Context: an optimization exercise on an open-source flow, tuned for small area. The choices shown serve that exercise and are no tape-out recipe.
In this exercise RTL edits were held to simulation tests only and were not proved equivalent to the original.
The flow treats the clock pin as an ideal source, which a real chip does not have.
Power is estimated from default activity; no workload was simulated.

==> flow/flow/run.sh <==
#!/bin/bash
# Layout flow: the standard flow, with these changes to the cells it picks:
#  - after the standard synthesis (bash standard.sh synth, unchanged), the
#    combinational cells of its netlist (half adders and the full adders
#    outside the kernel's multipliers included) are re-mapped for area by
#    Yosys/ABC (flow/remap.py). Flip-flops and tie cells are left as they
#    are, so the registers keep their names, cells and connections. The
#    new netlist is proven equivalent to the standard one by Yosys; if that
#    fails, the standard netlist is used unchanged;
#  - the input and output ports are buffered with buf_1 instead of the buffer
#    buffer_ports picks by default (clkdlybuf4s50_1, 2.7x the area);
#  - clock tree synthesis runs with ORFS's usual arguments, clock buffers from
#    clkbuf_4 instead of clkbuf_16, and -dont_use_dummy_load; afterwards
#    (flow/post_cts.tcl) each clock buffer whose flip-flop loads see more than
#    105 ps of slew is upsized to clkbuf_8.
# Each tool's output goes to a log in the work folder (standard_synth.log,
# remap/*.log, standard.log); ORFS also keeps each step's log under orfs/logs.
set -euo pipefail
export BUFFER_PORTS_ARGS="-buffer_cell sky130_fd_sc_hd__buf_1"
export CTS_ARGS="-sink_clustering_enable -repair_clock_nets -dont_use_dummy_load -buf_list sky130_fd_sc_hd__clkbuf_4"
export POST_CTS_TCL="$PWD/flow/post_cts.tcl"
bash standard.sh synth > standard_synth.log 2>&1
R="orfs/results/${FLOW_PLATFORM}/bicubic_scaler/base"
mkdir -p remap
cp "$R/1_2_yosys.v" remap/std.v
if python3 flow/remap.py remap/std.v remap/remapped.v "$FLOW_TOP" remap > remap/remap_py.log 2>&1; then
  cp remap/remapped.v "$R/1_2_yosys.v"
  echo "re-mapped netlist used" > remap/result.txt
else
  echo "re-mapping failed or not proven: standard netlist used" > remap/result.txt
fi
# the netlist is now newer than 1_synth.odb, so make rebuilds it from there on
touch "$R/1_2_yosys.v"
bash standard.sh > standard.log 2>&1
==> flow/flow/dontuse.txt <==
sky130_fd_sc_hd__probe_p_8 sky130_fd_sc_hd__probec_p_8 sky130_fd_sc_hd__lpflow_bleeder_1 sky130_fd_sc_hd__lpflow_clkbufkapwr_1 sky130_fd_sc_hd__lpflow_clkbufkapwr_16 sky130_fd_sc_hd__lpflow_clkbufkapwr_2 sky130_fd_sc_hd__lpflow_clkbufkapwr_4 sky130_fd_sc_hd__lpflow_clkbufkapwr_8 sky130_fd_sc_hd__lpflow_clkinvkapwr_1 sky130_fd_sc_hd__lpflow_clkinvkapwr_16 sky130_fd_sc_hd__lpflow_clkinvkapwr_2 sky130_fd_sc_hd__lpflow_clkinvkapwr_4 sky130_fd_sc_hd__lpflow_clkinvkapwr_8 sky130_fd_sc_hd__lpflow_decapkapwr_12 sky130_fd_sc_hd__lpflow_decapkapwr_3 sky130_fd_sc_hd__lpflow_decapkapwr_4 sky130_fd_sc_hd__lpflow_decapkapwr_6 sky130_fd_sc_hd__lpflow_decapkapwr_8 sky130_fd_sc_hd__lpflow_inputiso0n_1 sky130_fd_sc_hd__lpflow_inputiso0p_1 sky130_fd_sc_hd__lpflow_inputiso1n_1 sky130_fd_sc_hd__lpflow_inputiso1p_1 sky130_fd_sc_hd__lpflow_inputisolatch_1 sky130_fd_sc_hd__lpflow_isobufsrc_1 sky130_fd_sc_hd__lpflow_isobufsrc_16 sky130_fd_sc_hd__lpflow_isobufsrc_2 sky130_fd_sc_hd__lpflow_isobufsrc_4 sky130_fd_sc_hd__lpflow_isobufsrc_8 sky130_fd_sc_hd__lpflow_isobufsrckapwr_16 sky130_fd_sc_hd__lpflow_lsbuf_lh_hl_isowell_tap_1 sky130_fd_sc_hd__lpflow_lsbuf_lh_hl_isowell_tap_2 sky130_fd_sc_hd__lpflow_lsbuf_lh_hl_isowell_tap_4 sky130_fd_sc_hd__lpflow_lsbuf_lh_isowell_4 sky130_fd_sc_hd__lpflow_lsbuf_lh_isowell_tap_1 sky130_fd_sc_hd__lpflow_lsbuf_lh_isowell_tap_2 sky130_fd_sc_hd__lpflow_lsbuf_lh_isowell_tap_4
==> flow/flow/post_cts.tcl <==
proc my_fix_clock_slew {small big thr} {
  estimate_parasitics -placement
  set changed 0
  foreach inst [get_cells *] {
    if {[get_property $inst ref_name] != $small} { continue }
    set worst 0
    foreach out [get_pins -of_objects $inst -filter "direction == output"] {
      foreach p [get_pins -of_objects [get_nets -of_objects $out] -filter "direction == input"] {
        foreach s [list [get_property $p slew_max_rise] [get_property $p slew_max_fall]] {
          if {$s > $worst} { set worst $s }
        }
      }
    }
    if {$worst > $thr} {
      replace_cell $inst $big
      incr changed
    }
  }
  puts "my_fix_clock_slew: upsized $changed $small to $big"
  if {$changed > 0} {
    detailed_placement
    check_placement -verbose
    estimate_parasitics -placement
  }
}
my_fix_clock_slew sky130_fd_sc_hd__clkbuf_4 sky130_fd_sc_hd__clkbuf_8 0.105
==> flow/flow/remap.py <==
#!/usr/bin/env python3
# Re-maps the combinational cells of the standard synthesis netlist for area
# with Yosys/ABC, and proves the result equivalent to the standard netlist.
#   remap.py STD.v OUT.v TOP WORKDIR
# Flip-flops and tie cells are kept untouched (blackboxes), so every register
# keeps its cell type, instance, name and connections. Full adders are kept
# too, or (second pass) only those fed by the kernel's accumulators p1..p3
# (and dr, which lives in p1); the other full adders are then re-mapped with
# the rest of the logic. The smallest result is used.
# Exit status 0 only if OUT.v was written and proven equivalent.
import os, re, subprocess, sys

std, out, top, work = sys.argv[1:5]
here = os.path.dirname(os.path.abspath(__file__))
lib = os.path.join(os.environ.get('FLOW_HOME', '/OpenROAD-flow-scripts/flow'),
                   'platforms/sky130hd/lib/sky130_fd_sc_hd__tt_025C_1v80.lib')
yosys = os.environ.get('YOSYS_EXE') or 'yosys'
if not os.path.exists(yosys):
    yosys = 'yosys'
dont_use = open(os.path.join(here, 'dontuse.txt')).read().split()

net = open(std).read()
types = sorted(set(re.findall(r'^\s*(sky130_fd_sc_hd__\w+)\s', net, re.M)))
keep = [t for t in types if re.match(r'sky130_fd_sc_hd__(s?e?df|dl|fa_|fah|conb)', t)]

# the same netlist with the full adders that are not fed by p1..p3 / dr made
# into a plain module of their function, which flatten dissolves
SOFT = 'my_soft_fa'


def soften(m):
    pins = dict((k, v.strip()) for k, v in re.findall(r'\.(\w+)\(([^()]*)\)', m.group(2)))
    if any(re.match(r'\\?(p[123]|dr) ?\[', pins.get(k, '')) for k in ('A', 'B', 'CIN')):
        return m.group(0)
    return SOFT + ' ' + m.group(1) + ' (' + m.group(2) + ');'


soft_v = os.path.join(work, 'std_soft.v')
open(soft_v, 'w').write(
    re.sub(r'sky130_fd_sc_hd__fa_1\s+(\S+)\s*\((.*?)\);', soften, net, flags=re.S) + f'''
module {SOFT} (input A, input B, input CIN, output COUT, output SUM);
  assign SUM = A ^ B ^ CIN;
  assign COUT = (A & B) | (A & CIN) | (B & CIN);
endmodule
''')


def run(name, script):
    path = os.path.join(work, name + '.ys')
    open(path, 'w').write(script)
    with open(os.path.join(work, name + '.log'), 'w') as log:
        return subprocess.call([yosys, '-s', path], stdout=log, stderr=subprocess.STDOUT)


readlib = f'read_liberty -overwrite -ignore_miss_func -ignore_miss_dir {lib}\n'
# ABC scripts tried, in order; the smallest result is kept (the first on a tie)
SCRIPTS = [
    '+strash;dc2;dch,-f;amap;topo',
    '+strash;dch,-f;amap;topo',
    '+strash;dc2;dc2;dch,-f;amap;topo',
    '+strash;ifraig;dc2;dch,-f;amap;topo',
    '+strash;dc2;dch,-f;amap;topo;strash;dch,-f;amap;topo',
    '+strash;dc2;dch,-f;map,-a;topo',
    '+strash;dc2;dch,-f;amap,-F,100;topo',
    '+strash;ifraig;dc2;dch,-f;amap;topo;strash;ifraig;dc2;dch,-f;amap;topo',
]
best = None
for i, (src, scr) in enumerate([(v, c) for v in (std, soft_v) for c in SCRIPTS]):
    cand = os.path.join(work, f'cand{i}.v')
    remap = readlib + f'''read_verilog {src}
hierarchy -top {top}
blackbox {' '.join(keep)}
flatten
simplemap
opt_clean
abc -liberty {lib} {' '.join('-dont_use ' + c for c in dont_use)} -script "{scr}"
opt_clean
hilomap -singleton -hicell sky130_fd_sc_hd__conb_1 HI -locell sky130_fd_sc_hd__conb_1 LO
splitnets
opt_clean -purge
hierarchy -top {top} -purge_lib
rename -enumerate -pattern _re%_
select -assert-none t:$* t:$_*_
tee -o {cand}.stat stat -liberty {lib}
write_verilog -noattr -nohex -nodec {cand}
'''
    if run(f'remap{i}', remap) != 0:
        continue
    m = re.search(r'Chip area for module .*?: ([0-9.]+)', open(cand + '.stat').read())
    if m and (best is None or float(m.group(1)) < best[0]):
        best = (float(m.group(1)), cand, os.path.basename(src) + ' ' + scr)
if best is None:
    sys.exit(1)
with open(os.path.join(work, 'chosen.txt'), 'w') as f:
    f.write(f'{best[0]} {best[2]}\n')
open(out, 'w').write(open(best[1]).read())

# equivalence of the two netlists, each cell read as its liberty function
for name, src in (('gold', std), ('gate', out)):
    if run('flat_' + name, readlib + f'''read_verilog {src}
hierarchy -top {top}
flatten
opt_clean
rename {top} {name}
write_rtlil {os.path.join(work, name + '.il')}
''') != 0:
        sys.exit(1)
sys.exit(run('equiv', f'''read_rtlil {os.path.join(work, 'gold.il')}
read_rtlil {os.path.join(work, 'gate.il')}
equiv_make gold gate eq
hierarchy -top eq
equiv_simple -seq 2
equiv_induct
equiv_status -assert
'''))
==> flow/standard.sh <==
#!/bin/bash
# synth_recipe.tcl (not shown) runs the flow's synth.tcl, then flattens the netlist and writes it again
# the make line also repeats each setting of config.mk as NAME=value (left out here)
make -C /OpenROAD-flow-scripts/flow DESIGN_CONFIG=/design/flow/config.mk WORK_HOME=/design/flow/orfs CLKGATE_MAP_FILE= SYNTH_SCRIPT=/design/flow/synth_recipe.tcl "${@:-finish}"
==> flow/config.mk <==
export PLATFORM = sky130hd
export DESIGN_NAME = bicubic_scaler
export DESIGN_NICKNAME = bicubic_scaler
export VERILOG_FILES = /design/flow/design.v
export SDC_FILE = /design/flow/constraint.sdc
export NUM_CORES = 4
export LEC_CHECK = 0
export CAP_MARGIN = 20
export CORE_MARGIN = 2
export CORE_UTILIZATION = 70
export GPL_TIMING_DRIVEN = 0
export SLEW_MARGIN = 20
==> flow/constraint.sdc <==
create_clock -name core_clock -period 15.0 [get_ports {CLK}]
set_input_delay 3.0000 -clock core_clock [delete_from_list [all_inputs] [get_ports {CLK}]]
set_output_delay 3.0000 -clock core_clock [all_outputs]
set_load 0.01 [all_outputs]
==> flow/design.v <==
`timescale 1ns/1ps
module bs_rca #(parameter int W = 8) (
    input  logic [W-1:0] a,
    input  logic [W-1:0] b,
    input  logic         ci,
    output logic [W-1:0] s,
    output logic         co
);
    logic [W:0] c;
    assign c[0] = ci;
    for (genvar i = 0; i < W; i++) begin : g_bit
        assign s[i]   = ~(~a[i] ^ b[i] ^ c[i]);
        assign c[i+1] = ~((~a[i] & ~b[i]) | (~a[i] & ~c[i]) | (~b[i] & ~c[i]));
    end
    assign co = c[W];
endmodule
module bicubic_scaler (
    input  logic        CLK,
    input  logic        RST,
    input  logic        start,
    input  logic [6:0]  v0,
    input  logic [6:0]  h0,
    input  logic [4:0]  sw,
    input  logic [5:0]  sh,
    input  logic [5:0]  tw,
    input  logic [7:0]  src_data,
    output logic        src_rd,
    output logic [13:0] src_addr,
    output logic        dst_we,
    output logic [11:0] dst_addr,
    output logic [7:0]  dst_data,
    output logic        done
);
    localparam logic [1:0] S_IDLE = 2'd0, S_INIT = 2'd1, S_SUB = 2'd2, S_PIX = 2'd3;
    logic [1:0]  state;
    logic [6:0]  cnt;
    logic [4:0]  sm;        
    logic [5:0]  dd;        
    logic [5:0]  rows;      
    logic [13:2] row_base;      
    logic [6:0]  colp;      
    logic [6:0]  rem;
    logic [5:0]  col;       
    logic [11:0] dst_cnt;
    logic [5:0]  dr;
    logic [14:0] x;
    logic [7:0]  t0, t1, t2;
    logic [14:0] p1, p2, p3;
    logic        y1, y2;
    logic [2:0]  g;
    logic        cb;        
    logic [6:0]  cnt_inc, tcol, koff, badd, minu, addb, diff;
    logic [11:0] rc_inc;
    logic [5:0]  dd_in;
    logic [4:0]  sm_in;
    logic [11:0] dst_inc;
    logic [13:0] addr_sum;
    logic        ge, last_col, last_pix, dst_wrap, addm, backm, xen, dsel, step100;
    logic        nc0, nc1, nc2, nc3, nc4, nc5, nc6;
    bs_rca #(7)  u_cnt  (.a(cnt),      .b(7'd0),          .ci(1'b1),  .s(cnt_inc),  .co(nc0));
    bs_rca #(7)  u_tcol (.a(colp),     .b(koff),          .ci(1'b0),  .s(tcol),     .co(nc1));
    bs_rca #(12) u_rc   (.a({rows, col}), .b(12'd0),      .ci(1'b1),  .s(rc_inc),   .co(last_pix));
    assign last_col = &col;
    bs_rca #(12) u_dst  (.a(dst_cnt),  .b(12'd0),         .ci(1'b1),  .s(dst_inc),  .co(dst_wrap));
    bs_rca #(12) u_addr (.a(row_base), .b({7'd0, badd[6:2]}), .ci(1'b0), .s(addr_sum[13:2]), .co(nc3));
    assign addr_sum[1:0] = badd[1:0];
    bs_rca #(7)  u_sub  (.a(minu),     .b(addb),          .ci(~addm | backm), .s(diff), .co(ge));
    bs_rca #(6)  u_twm1 (.a(tw),       .b(6'h3f),         .ci(1'b0),  .s(dd_in),    .co(nc4));
    bs_rca #(5)  u_swm1 (.a(sw),       .b(5'h1f),         .ci(1'b0),  .s(sm_in),    .co(nc5));
    assign addm  = (cnt == 7'd89);
    assign backm = addm & last_col;
    assign addb  = backm ? {2'b11, ~sm} : addm ? {2'b00, sm} : {1'b1, ~dd};
    assign xen   = (state == S_PIX) && (cnt >= 7'd8) && (cnt <= 7'd22);
    assign dsel  = (state == S_PIX) && (cnt >= 7'd7) && (cnt <= 7'd21);
    assign dr    = p1[5:0];
    assign minu  = xen ? {dr, 1'b0} : backm ? colp : rem;
    always_comb begin
        if (state == S_SUB)
            koff = 7'd1;
        else begin
            case (cnt_inc[6:3])
                4'd1:    koff = 7'h7f;
                4'd2:    koff = 7'd0;
                4'd3:    koff = 7'd1;
                default: koff = 7'd2;
            endcase
        end
    end
    assign step100  = (state == S_INIT) || (cnt == 7'd89);
    assign badd     = step100 ? 7'd100 : tcol;
    assign src_addr = addr_sum;
    assign src_rd   = (state == S_PIX);
    logic        live;
    assign live = src_data[cnt[2:0]];
    always_ff @(posedge CLK) begin
        t0 <= {(cnt[6:3] == 4'd1) ? live : (cnt >= 7'd81 && cnt <= 7'd88) ? f : t0[0], t0[7:1]};
        t1 <= {(cnt[6:3] == 4'd2) ? live : t1[0], t1[7:1]};
        t2 <= {(cnt[6:3] == 4'd3) ? live : t2[0], t2[7:1]};
    end
    logic [1:0]  win;
    logic        tapon, first, running;
    logic        b0, b1, b2, b3;
    logic [3:0]  dig, gsum;
    logic [2:0]  gq;
    logic        gco, gbit;
    assign win     = {cnt[6], cnt[4]};
    assign tapon   = ~cnt[3];
    assign first   = (cnt[3:0] == 4'd0);
    assign running = cnt[6] | cnt[5];
    assign b0 = t0[0] & tapon;
    assign b1 = t1[0] & tapon;
    assign b2 = t2[0] & tapon;
    assign b3 = live  & tapon;
    always_comb begin
        case ({win, b3, b2, b1, b0, first})
            7'd0: dig = 4'h0;
            7'd1: dig = 4'h0;
            7'd2: dig = 4'h1;
            7'd3: dig = 4'h1;
            7'd4: dig = 4'hd;
            7'd5: dig = 4'hd;
            7'd6: dig = 4'he;
            7'd7: dig = 4'he;
            7'd8: dig = 4'h3;
            7'd9: dig = 4'h3;
            7'd10: dig = 4'h4;
            7'd11: dig = 4'h4;
            7'd12: dig = 4'h0;
            7'd13: dig = 4'h0;
            7'd14: dig = 4'h1;
            7'd15: dig = 4'h1;
            7'd16: dig = 4'hf;
            7'd17: dig = 4'hf;
            7'd18: dig = 4'h0;
            7'd19: dig = 4'h0;
            7'd20: dig = 4'hc;
            7'd21: dig = 4'hc;
            7'd22: dig = 4'hd;
            7'd23: dig = 4'hd;
            7'd24: dig = 4'h2;
            7'd25: dig = 4'h2;
            7'd26: dig = 4'h3;
            7'd27: dig = 4'h3;
            7'd28: dig = 4'hf;
            7'd29: dig = 4'hf;
            7'd30: dig = 4'h0;
            7'd31: dig = 4'h0;
            7'd32: dig = 4'h0;
            7'd33: dig = 4'h0;
            7'd34: dig = 4'h1;
            7'd35: dig = 4'h1;
            7'd36: dig = 4'he;
            7'd37: dig = 4'he;
            7'd38: dig = 4'hf;
            7'd39: dig = 4'hf;
            7'd40: dig = 4'h1;
            7'd41: dig = 4'h1;
            7'd42: dig = 4'h2;
            7'd43: dig = 4'h2;
            7'd44: dig = 4'hf;
            7'd45: dig = 4'hf;
            7'd46: dig = 4'h0;
            7'd47: dig = 4'h0;
            7'd48: dig = 4'h0;
            7'd49: dig = 4'h0;
            7'd50: dig = 4'h1;
            7'd51: dig = 4'h1;
            7'd52: dig = 4'he;
            7'd53: dig = 4'he;
            7'd54: dig = 4'hf;
            7'd55: dig = 4'hf;
            7'd56: dig = 4'h1;
            7'd57: dig = 4'h1;
            7'd58: dig = 4'h2;
            7'd59: dig = 4'h2;
            7'd60: dig = 4'hf;
            7'd61: dig = 4'hf;
            7'd62: dig = 4'h0;
            7'd63: dig = 4'h0;
            7'd64: dig = 4'h0;
            7'd65: dig = 4'h0;
            7'd66: dig = 4'h0;
            7'd67: dig = 4'h0;
            7'd68: dig = 4'h0;
            7'd69: dig = 4'h0;
            7'd70: dig = 4'h0;
            7'd71: dig = 4'h0;
            7'd72: dig = 4'h0;
            7'd73: dig = 4'h0;
            7'd74: dig = 4'h0;
            7'd75: dig = 4'h0;
            7'd76: dig = 4'h0;
            7'd77: dig = 4'h0;
            7'd78: dig = 4'h0;
            7'd79: dig = 4'h0;
            7'd80: dig = 4'h0;
            7'd81: dig = 4'h0;
            7'd82: dig = 4'h0;
            7'd83: dig = 4'h0;
            7'd84: dig = 4'h0;
            7'd85: dig = 4'h0;
            7'd86: dig = 4'h0;
            7'd87: dig = 4'h0;
            7'd88: dig = 4'h0;
            7'd89: dig = 4'h0;
            7'd90: dig = 4'h0;
            7'd91: dig = 4'h0;
            7'd92: dig = 4'h0;
            7'd93: dig = 4'h0;
            7'd94: dig = 4'h0;
            7'd95: dig = 4'h0;
            7'd96: dig = 4'h0;
            7'd97: dig = 4'h0;
            7'd98: dig = 4'h0;
            7'd99: dig = 4'h0;
            7'd100: dig = 4'h0;
            7'd101: dig = 4'h0;
            7'd102: dig = 4'h0;
            7'd103: dig = 4'h0;
            7'd104: dig = 4'h0;
            7'd105: dig = 4'h0;
            7'd106: dig = 4'h0;
            7'd107: dig = 4'h0;
            7'd108: dig = 4'h0;
            7'd109: dig = 4'h0;
            7'd110: dig = 4'h0;
            7'd111: dig = 4'h0;
            7'd112: dig = 4'h0;
            7'd113: dig = 4'h0;
            7'd114: dig = 4'h0;
            7'd115: dig = 4'h0;
            7'd116: dig = 4'h0;
            7'd117: dig = 4'h0;
            7'd118: dig = 4'h0;
            7'd119: dig = 4'h0;
            7'd120: dig = 4'h0;
            7'd121: dig = 4'h0;
            7'd122: dig = 4'h0;
            7'd123: dig = 4'h0;
            7'd124: dig = 4'h0;
            7'd125: dig = 4'h0;
            7'd126: dig = 4'h0;
            7'd127: dig = 4'h0;
            default: dig = 4'h0;
        endcase
    end
    assign gq = (first & (win == 2'd0)) ? 3'd0 : g;
    bs_rca #(4) u_gen (.a(dig), .b({gq[2], gq}), .ci(1'b0), .s(gsum), .co(gco));
    assign gbit = gsum[0];
    always_ff @(posedge CLK) begin
        g <= gsum[3:1];
        if (cnt[3:0] == 4'd15) begin
        end
    end
    logic        ad, bin, cin, din;
    logic        r2, q3, f;
    logic [14:0] u1, u2, u3;
    logic        o1, o2, o3;
    assign bin = running & (win != 2'd0) & gbit;
    logic cbi, cbit, c0, c2;
    assign c0   = b0 & (win == 2'd2);
    assign c2   = b2 & (win == 2'd2);
    assign cbi  = (first & (win == 2'd2)) | cb;
    assign cbit = c2 ^ ~c0 ^ cbi;
    always_ff @(posedge CLK)
        cb <= (c2 & ~c0) | (c2 & cbi) | (~c0 & cbi);
    assign cin = running & win[1] & cbit;
    assign din = running & (win == 2'd3) & (first | ((cnt[3:0] >= 4'd1) & (cnt[3:0] <= 4'd8) & t1[7]));
    assign r2 = running & y1;
    assign q3 = running & y2;
    bs_rca #(15) u_m1 (.a(p1), .b(~x & {15{ad}}), .ci(win == 2'd0 ? ad : bin), .s(u1), .co(o1));
    bs_rca #(15) u_m2 (.a(p2), .b(x & {15{r2}}), .ci(cin), .s(u2), .co(o2));
    bs_rca #(15) u_m3 (.a(p3), .b(x & {15{q3}}), .ci(din), .s(u3), .co(o3));
    assign f = u3[0];
    always_ff @(posedge CLK) begin
        p1  <= {o1, u1[14:7], dsel ? (ge ? diff[5:0] : minu[5:0]) : u1[6:1]};
        p2  <= {o2, u2[14:1]};
        p3  <= {o3, u3[14:1]};
        ad  <= running & ((win == 2'd0) ? gbit : ad);
        y1  <= u1[0];
        y2  <= u2[0];
    end
    assign dst_data = f ? {8{~t0[7]}} : t0;
    always_ff @(posedge CLK) begin
        if (xen)
            x <= {x[13:0], ge};
    end
    assign dst_addr = dst_cnt;
    assign dst_we   = (state == S_PIX) && (cnt == 7'd89);
    assign done     = dst_we && last_pix;
    always_ff @(posedge CLK) begin
        cnt <= cnt_inc;
        if (RST) begin
            state <= S_IDLE;
        end else if (start) begin
            colp     <= h0;
            sm       <= sm_in;
            dd       <= dd_in;
            rows     <= ~sh;      
            row_base <= '0;
            dst_cnt  <= {5'h1f, ~v0};
            col      <= 6'h3f;
            rem      <= '0;
            state    <= S_INIT;
        end else begin
            case (state)
                S_IDLE: ;
                S_INIT: begin
                    dst_cnt <= dst_inc;
                    if (dst_wrap) begin
                        rows  <= rc_inc[11:6];
                        col   <= ~dd;
                        cnt   <= 7'd7;
                        state <= S_PIX;
                    end else begin
                        row_base <= addr_sum[13:2];
                    end
                end
                S_SUB: begin
                    if (ge) begin
                        rem  <= diff;
                        colp <= tcol;
                    end else begin
                        cnt   <= 7'd7;
                        state <= S_PIX;
                    end
                end
                default: begin   
                    if (cnt == 7'd89) begin
                        dst_cnt <= dst_inc;
                        if (last_col) begin
                            if (last_pix) begin
                                state <= S_IDLE;
                            end else begin
                                rows     <= rc_inc[11:6];
                                row_base <= addr_sum[13:2];
                                col      <= ~dd;
                                rem      <= '0;
                                colp     <= diff;     
                                cnt      <= 7'd7;
                            end
                        end else begin
                            col   <= rc_inc[5:0];
                            rem   <= diff;
                            state <= S_SUB;
                        end
                    end
                end
            endcase
        end
    end
endmodule
==> results_dict.tcl, run 1 <==
set metrics [dict create \
    synth_cells 715 \
    cellLeakagePower_nw 3.096 \
    setup_viol 0 \
    via_count 5656 \
    min_period_ns 10.71 \
    fin_area_um2 8312 \
    syn-num-nets 821 \
    seqCellArea_um2 3984 \
    multiInputGateArea_um2 3354 \
    timing.fmax_mhz 93.33 \
    worstPathArrival_ns 11.02 \
    initial_core_util_pct 70.91 \
    routed_wl_um 15760 \
    setup_tns_ns 0 \
    setup_slack_ns 4.285 \
    final_nets 921 \
    clk_pin_slew_ns 0.07 \
    finalMaxSlewViolations 0 \
    status "timing/DRC/antenna clean" \
    drt_iter0_drc 445 \
    start_kind "primary input" \
    first_pass_iters 7 \
    cp_common_cell "fa_1" \
    rows 38 \
    track_usage_pct 29.77 \
    remaining_drc_errors 0 \
    placed_area_um2 8128 \
    pwr-share-clk_pct 14.6 \
    maxCapViolCount 0 \
    insertion_delay_ns 0.45 \
    io_buffers 78 \
    power_density_nw_per_um2 170.5 \
    p_seq_share_pct 47.3 \
    syn_avg_cell_area_um2 10.66 \
    slew_headroom_pct 30.40 \
    rsz0062_at_grt "no" \
    cts_tree "done" \
    crit_path_end_kind "flop" \
    internal-power_mw 0.8871 \
    netSwitchingFraction_pct 37.41 \
    drive_gt1_share_pct 2.952 \
    fin_skew_ns 0.03260 \
    cpPeakStageDelay_ns 0.45 \
    place_congestion 0.9277 \
    pre_cts_ws_ns 3.951 \
    die_h_um 108.3 \
    vias_per_cell 5.935 \
    antenna_found_initial 0 \
    nFillCells 771 \
    grt_pass1_vias 5722 \
    antenna_left 0 \
    combPwrFrac_pct 38.1 \
    clock-sinks 161 \
    path_max_fanout 5 \
    num_antenna_cells 0 \
    cp_num_buf_inv 1 \
    grt-ovfl-total 0 \
    syn_area_um2 7620 \
    slowest_stage "o22ai_1" \
    finalCritPeriodShare_pct 71.43 \
    area_growth_pct 9.080 \
    dp_hpwl_um 11930 \
    io_pins 79 \
    cp.required_ns 15.30 \
    tightestPinTransition_ns 1.040 \
    grt_pass1_wl_um 26360 \
    die_area_um2 11740 \
    critPathKind "in2reg" \
    layout_commonest_cell "nor2_1" \
    wl_per_cell_um 16.53 \
    layout_common_cells "nor2_1, dfxtp_1, clkinv_1" \
    ir_drop_uv 139.9 \
    min_path_type "reg2reg" \
    critPathTopFamily "adder cells" \
    grt_max_degree 41 \
    coreArea_um2 10750 \
    hold_viol 0 \
    die_w_um 108.3 \
    switchingPower_mw 0.5302 \
    ys_warn_count 1 \
]
-- worst reg2reg max path: cells and delay by family (launching register included) --
kind	cells	cell delay, ns
buf+inv	1	0.16
flops	1	0.42
xor+xnor	1	0.19
compound gates	7	1.16
simple gates	3	0.58
fa+ha+maj	15	6.02
-- routing by layer --
| layer | up-vias | GRT usage, % | routed length (µm) |
|---|---|---|---|
| met5 | - | 0 | 0 |
| met4 | 0 | 11.26 | 413 |
| met3 | 46 | 6.329 | 866 |
| met2 | 216 | 52.38 | 8321 |
| met1 | 2733 | 36.25 | 6154 |
| li1 | 2661 | - | - |
-- through the flow --
step	util, %	power [mW]	std cells	hold WS, ns
floorplan	-	1.042	715	0.3096
global placement	75.27	1.154	933	0.3122
detailed placement	75.64	1.225	936	0.3135
global route	77.35	1.539	953	0.3407
finish	77.35	1.417	953	0.3317
-- worst paths after layout --
| kind | startpoint | endpoint | slack, ns | depth (start not counted) |
|---|---|---|---|---|
| worst max-delay path | src_data[1] | p1[13] | 4.29 | 25 |
| worst min-delay path | t2[7] | t2[6] | 0.33 | 0 |
| worst max register to register | cnt[1] | p1[13] | 6.33 | 27 |
| worst min register to register | t2[7] | t2[6] | 0.33 | 0 |
-- state kept, by name, indices dropped and copies added, names as in the netlist --
signal and flops:
p2 15, t2 8, y1 1, dst_cnt 12, t0 8, x 15
t1 8, colp 7, rem 7, g 3, rows 6, dd 6
p1 15, y2 1, ad 1, col 6, cnt 7, sm 5
state 2, cb 1, p3 15, row_base 12
-- power by group through the flow --
stage | Combinational [mW] | Clock, mW | Sequential [mW]
after floorplan | 0.382 | 0 | 0.660
after global placement | 0.482 | 0 | 0.672
after detailed placement | 0.543 | 0 | 0.682
after global routing | 0.626 | 0.226 | 0.687
final | 0.540 | 0.207 | 0.671
-- final cells by class --
class,instances,area share (%)
sequential,161,47.93
multi-input combinational,474,40.36
timing repair buffer,81,3.854
inverter,80,3.613
clock buffer,17,2.138
tap,140,2.107
==> run 2, diff against run 1 <==
--- a/flow/config.mk
+++ b/flow/config.mk
@@ -8,5 +8,5 @@
 export CAP_MARGIN = 20
 export CORE_MARGIN = 2
-export CORE_UTILIZATION = 70
+export CORE_UTILIZATION = 60
 export GPL_TIMING_DRIVEN = 0
 export SLEW_MARGIN = 20
==> run 2 against run 1 <==
  * Core utilization is 11 points lower
  * Non-clock buffer count stayed put
  * Power is 2.1% lower
  * Via count is 4.3% lower
  * Maximum frequency is 4.4% higher
  * Combinational power is 3% lower
==> results_dict.tcl, run 2 <==
set metrics [dict create \
    status "timing/DRC/antenna clean" \
    first_pass_iters 5 \
    die_h_um 116.7 \
    holdWs_ns 0.3106 \
    insertion_delay_ns 0.45 \
    crit_path_end_kind "flop" \
    cts_tree "done" \
    start_kind "primary input" \
    syn-num-nets 821 \
    min_period_ns 10.26 \
    worstPathArrival_ns 10.59 \
    tightestPinTransition_ns 1.018 \
    io_buffers 78 \
    min_path_type "reg2reg" \
    layout_common_cells "nor2_1, dfxtp_1, clkinv_1" \
    critPathKind "in2reg" \
    track_usage_pct 23.31 \
    dp_hpwl_um 11080 \
    drt_iter0_drc 420 \
    setup_tns_ns 0 \
    cellLeakagePower_nw 3.092 \
    reg2reg_from "cnt[1]" \
    min_from "t2[5]" \
    cpPeakStageDelay_ns 0.44 \
    vias_per_cell 5.497 \
    dp.cells 968 \
    initial_core_util_pct 60.88 \
    rows 41 \
    ys_warn_count 1 \
    die_w_um 116.7 \
    coreArea_um2 12520 \
    clk_pin_slew_ns 0.10 \
    nFillCells 1021 \
    syn_avg_cell_area_um2 10.66 \
    maxCapViolCount 0 \
    hold_viol 0 \
    finalCritPeriodShare_pct 68.42 \
    io_pins 79 \
    slew_headroom_pct 31.71 \
    ir_drop_uv 95.68 \
    grt_pass1_vias 5112 \
    cp.required_ns 15.33 \
    cp-startpoint "src_data[1]" \
    grt-ovfl-total 0 \
    syn_area_um2 7620 \
    place_congestion 0.9220 \
    fin_area_um2 8344 \
    area_growth_pct 9.507 \
    grt_pass1_wl_um 24180 \
    wl_per_cell_um 14.77 \
    routed_wl_um 14550 \
    final_nets 921 \
    placed_area_um2 8164 \
    final_cells 985 \
    clock-sinks 161 \
    path_max_fanout 5 \
    antenna_left 0 \
    synth_cells 715 \
    setup_viol 0 \
    cp_common_cell "fa_1" \
    rsz0062_at_grt "no" \
    power_density_nw_per_um2 166.3 \
    grt_max_degree 41 \
    die_area_um2 13620 \
    num_antenna_cells 0 \
    finalMaxSlewViolations 0 \
    postLayoutCoreUtil_pct 66.66 \
    fin_skew_ns 0.03451 \
    timing.fmax_mhz 97.44 \
    drive_gt1_share_pct 3.075 \
    via_count 5415 \
    antenna_found_initial 0 \
    remaining_drc_errors 0 \
    layout_commonest_cell "nor2_1" \
    slowest_stage "fa_1" \
]
run 2: cell count changes in the layout (fill, tap and decap cells not counted):
cell and delta:
nor2_1 -1, buf_4 +1, buf_6 -1, clkbuf_4 +1, nor2_2 +1, clkbuf_8 -1
run 2: path summary, 6_finish.rpt:
kind | to | slack (ns) | depth (start not counted)
max | p1[13] | 4.74 | 25
min | t2[4] | 0.31 | 0
max reg2reg | p1[13] | 6.72 | 27
min reg2reg | t2[4] | 0.31 | 0
run 2: layout make-up:
class                      instances  area (µm²)  share of cell area (%)
sequential                       161        3984                   47.74
tap                              172       215.2                   2.579
inverter                          80       300.3                   3.599
multi-input combinational        474        3357                   40.23
clock buffer                      17       171.4                   2.054
timing repair buffer              81       316.6                   3.794
run 2: metal layers:
metal | track usage [%] | wire [µm] | vias up
li1 | - | - | 2661
met1 | 31.34 | 6521 | 2589
met2 | 38.07 | 7143 | 144
met3 | 5.449 | 689 | 21
met4 | 7.216 | 197 | 0
met5 | 0 | 0 | -
run 2: worst max-delay path: cells and delay by family:
kind / cells / cell delay, ns
AOI/OAI and AO/OA: 7 / 1.34
xor gates and xnor gates: 1 / 0.17
adders and majority gates: 15 / 5.86
buffers and inverters: 1 / 0.07
and+or+nand+nor: 1 / 0.11
run 2: stage by stage:
stage	power (mW)	worst slack (ns)
2_1_floorplan	1.042	4.836
3_3_place_gp	1.157	4.453
3_5_place_dp	1.207	4.229
5_1_grt	1.521	4.397
6_report	1.387	4.737
run 2: power by group:
| group | total [mW] | switching, mW | internal, mW |
|---|---|---|---|
| Clock | 0.199 | 0.127 | 0.0723 |
| Sequential | 0.666 | 0.0721 | 0.594 |
| Combinational | 0.522 | 0.309 | 0.214 |
| Total | 1.39 | 0.508 | 0.880 |

==> re-timing with driven ports <==
The flow's constraints put no driver on any port. The routed layouts listed below were extracted and timed again, unchanged, in two steps.
Step 1, drivers: a clkbuf_16 drives CLK and a buf_2 each remaining input, both assumed.
Step 2 times the ports against the registers' clock, not the clock port: input delays grow and output delays shrink by t, the midpoint of the rising clock arrivals with the driver on.
a / b / c = ideal ports / drivers / drivers and shift; a / b = the first two.
| run | t, ns | setup slack, ns | slew at the worst register clock pin (ns) | pins driven straight from the clock port |
|---|---|---|---|---|
| run 1 | 0.469 | 4.285 / 4.301 / 3.832 | 0.11 / 0.11 | 1 |
| run 2 | 0.469 | 4.737 / 4.752 / 4.283 | 0.10 / 0.10 | 1 |
After both steps every run listed still meets setup and hold. The setup slack of run 2, which loses most, moves by +0.015 ns with the drivers and by -0.454 ns with both steps.
